Background: an optimization exercise with open tools, aiming at small area, a short achievable clock period and few clock cycles per item. Do not read the settings as production practice. Only simulation tests tie the RTL to the original design; equivalence was not proved. Power and IR drop assume default switching activity.

==> flow/design.v (excerpt) <==
module wide_add_pipe #(
  parameter int WIDTH  = 256,
  parameter int LANE_W = 64,
  parameter int EN_W   = 8,
  parameter int CNT_W  = 16
) (
  input  logic             clk,
  input  logic             rst,
  input  logic             in_valid,
  output logic             in_ready,
  input  logic [WIDTH-1:0] op1,
  input  logic [WIDTH-1:0] op2,
  input  logic             sub,
  input  logic [EN_W-1:0]  en1,
  input  logic [EN_W-1:0]  en2,
  output logic             out_valid,
  input  logic             out_ready,
  output logic [WIDTH-1:0] res,
  output logic             carry_out,
  output logic [CNT_W-1:0] drop_cnt
);
clock: 4.2 ns
lec_check: 0
cap_margin: 20
core_margin: 2
core_utilization: 40
cts_buf_list: sky130_fd_sc_hd__clkbuf_8 sky130_fd_sc_hd__clkbuf_4
min_routing_layer: met2
setup_slack_margin: 0.8
slew_margin: 20
standard.sh (not shown) runs the stock make flow with config.mk's settings and CLKGATE_MAP_FILE= SYNTH_SCRIPT=/design/flow/synth_recipe.tcl, a recipe that flattens the netlist after the stock synthesis.
==> flow/flow/run.sh <==
#!/bin/bash
# Layout flow: the standard ORFS flow (standard.sh, including its
# standard synthesis), with plain buffers instead of ORFS's default
# delay-buffer cell for the port buffers that global placement inserts.
# Every input and output port still gets its own buffer.
set -euo pipefail
export BUFFER_PORTS_ARGS="-buffer_cell sky130_fd_sc_hd__buf_1"
bash standard.sh "BUFFER_PORTS_ARGS=$BUFFER_PORTS_ARGS" finish > flow_standard.log 2>&1
The first run finished with timing, DRC and antenna clean.
Testbench counts at the start, summed over its fixed seeds: cycles 2,403, items 2,400.
Edit:
- MIN_ROUTING_LAYER: met2 -> unset
Outcome: Fmax increases by about 0.5%. Via count decreases by about 30%. Clock skew increases by 0.017 ns.
Edit:
- CTS_BUF_LIST: sky130_fd_sc_hd__clkbuf_8 sky130_fd_sc_hd__clkbuf_4 -> unset
- SETUP_SLACK_MARGIN: 0.8 -> 1.0
After rerunning: Setup slack got worse by 0.084 ns. Synthesized cell count is unchanged. Hold slack improves by 0.044 ns. Cell area came out higher by 4.2%. Die area does not change.
Edit:
- GPL_TIMING_DRIVEN: unset -> 0
- SETUP_SLACK_MARGIN: 1.0 -> 0.8
Result: Routed wire length is higher by 4.8%. Critical path depth came out lower by 2. Sequential share of layout area climbs by 0.69 points. Core utilization goes down by 1.3 points. Worst hold slack improved by 0.025 ns. First-iteration DRC count came out higher by about 17%. Sequential cell count is unchanged. Via count shrinks by 1.5%.

Another version of the RTL of wide_add_pipe (not shown whole).
For scale: about 810 I/O pins, about 26000 sq um of cells after synthesis.
==> flow/config.mk <==
export PLATFORM = sky130hd
export DESIGN_NAME = wide_add_pipe
export DESIGN_NICKNAME = wide_add_pipe
export VERILOG_FILES = /design/flow/design.v
export SDC_FILE = /design/flow/constraint.sdc
export NUM_CORES = 4
export LEC_CHECK = 0
export CAP_MARGIN = 20
export CORE_MARGIN = 2
export CORE_UTILIZATION = 40
export SETUP_SLACK_MARGIN = 1.3
export SLEW_MARGIN = 20
==> flow/constraint.sdc <==
create_clock -name core_clock -period 4.2 [get_ports {clk}]
set_input_delay 0.8400 -clock core_clock [delete_from_list [all_inputs] [get_ports {clk}]]
set_output_delay 0.8400 -clock core_clock [all_outputs]
set_load 0.01 [all_outputs]
Scripts as last shown in full above: flow/flow/run.sh
Testbench counts at the start, summed over its fixed seeds: cycles 2,403, items 2,400.
Change:
SETUP_SLACK_MARGIN = 0.8   (was 1.3)
=> Sequential share of layout area came out higher by 2.5 points; hold slack is worse by 0.0090 ns; wire length came out lower by 3.9%; total power came out lower by 6.6%; via count came out lower by 3.4%; die area does not change; design area came out lower by 8.6%; worst setup slack is better by 0.0083 ns; cell count came out lower by 2.5%; clock skew came out higher by 0.0036 ns; clock-buffer cell count came out lower by 1.

wide_add_pipe with an RTL version that a note above also has.
Size in the first run: about 2500 cells after synthesis, about 810 I/O pins.
Settings: LEC_CHECK=0, CAP_MARGIN=20, CORE_MARGIN=2, CORE_UTILIZATION=40, CTS_BUF_LIST=sky130_fd_sc_hd__clkbuf_8 sky130_fd_sc_hd__clkbuf_4, PLACE_DENSITY=0.75, SETUP_SLACK_MARGIN=0.8, SLEW_MARGIN=20; clock period 4.2 ns.
Scripts as last shown in full above: flow/flow/run.sh
The first run completed with no timing, DRC or antenna violations.
Testbench counts at the start, summed over its fixed seeds: cycles 2,403, items 2,400.
Rerun with:
Settings changed: CAP_MARGIN 20 to 0, PLACE_DENSITY 0.75 to default, SLEW_MARGIN 20 to 0.
Effect: The new run finished clean. Non-clock buffer count goes down by 28. Total power rose by 1.7%. Maximum frequency is higher by 1.6%. Final area fell by 0.58%. Worst setup slack gets better by 0.056 ns. Cell count hardly moves.

-- afterwards: timing with drivers on the ports --
How much do the figures lean on ideal ports? The routed layouts below were timed once more, with nothing changed but the port constraints.
Step 1, drivers: a clkbuf_16 drives clk and a buf_2 each remaining input, both assumed.
Step 2 also shifts input and output timing later by t, the mid clock arrival at the registers, as if the neighbouring blocks saw the same clock.
a / b / c = no drivers / after step 1 / after step 2; a / b = the first two.
| run | t (ns) | slack for setup (ns) | worst hold slack (ns) | pins driven straight from the clock port |
|---|---|---|---|---|
| the first run of note 1 | 0.705 | 0.801 / 0.730 / 0.081 | 0.458 / 0.418 / 0.539 | 1 |
| the second run of note 1 | 0.667 | 0.817 / 0.831 / 0.164 | 0.473 / 0.438 / 0.547 | 1 |
| the third run of note 1 | 0.625 | 0.733 / 0.757 / 0.133 | 0.518 / 0.483 / 0.534 | 1 |
| the fourth run of note 1 | 0.619 | 0.628 / 0.653 / 0.034 | 0.542 / 0.499 / 0.546 | 1 |
| the first run of note 2 | 0.617 | 0.736 / 0.677 / 0.254 | 0.531 / 0.521 / 0.531 | 1 |
| the second run of note 2 | 0.615 | 0.745 / 0.682 / 0.210 | 0.522 / 0.496 / 0.522 | 1 |
| the first run of note 3 | 0.685 | 0.761 / 0.761 / 0.076 | 0.459 / 0.423 / 0.534 | 1 |
| the second run of note 3 | 0.667 | 0.817 / 0.831 / 0.164 | 0.473 / 0.438 / 0.547 | 1 |
After both steps every run listed still meets setup and hold. For the first run of note 1, which loses most, drivers alone change the setup slack by -0.071 ns; drivers and shift together by -0.720 ns.
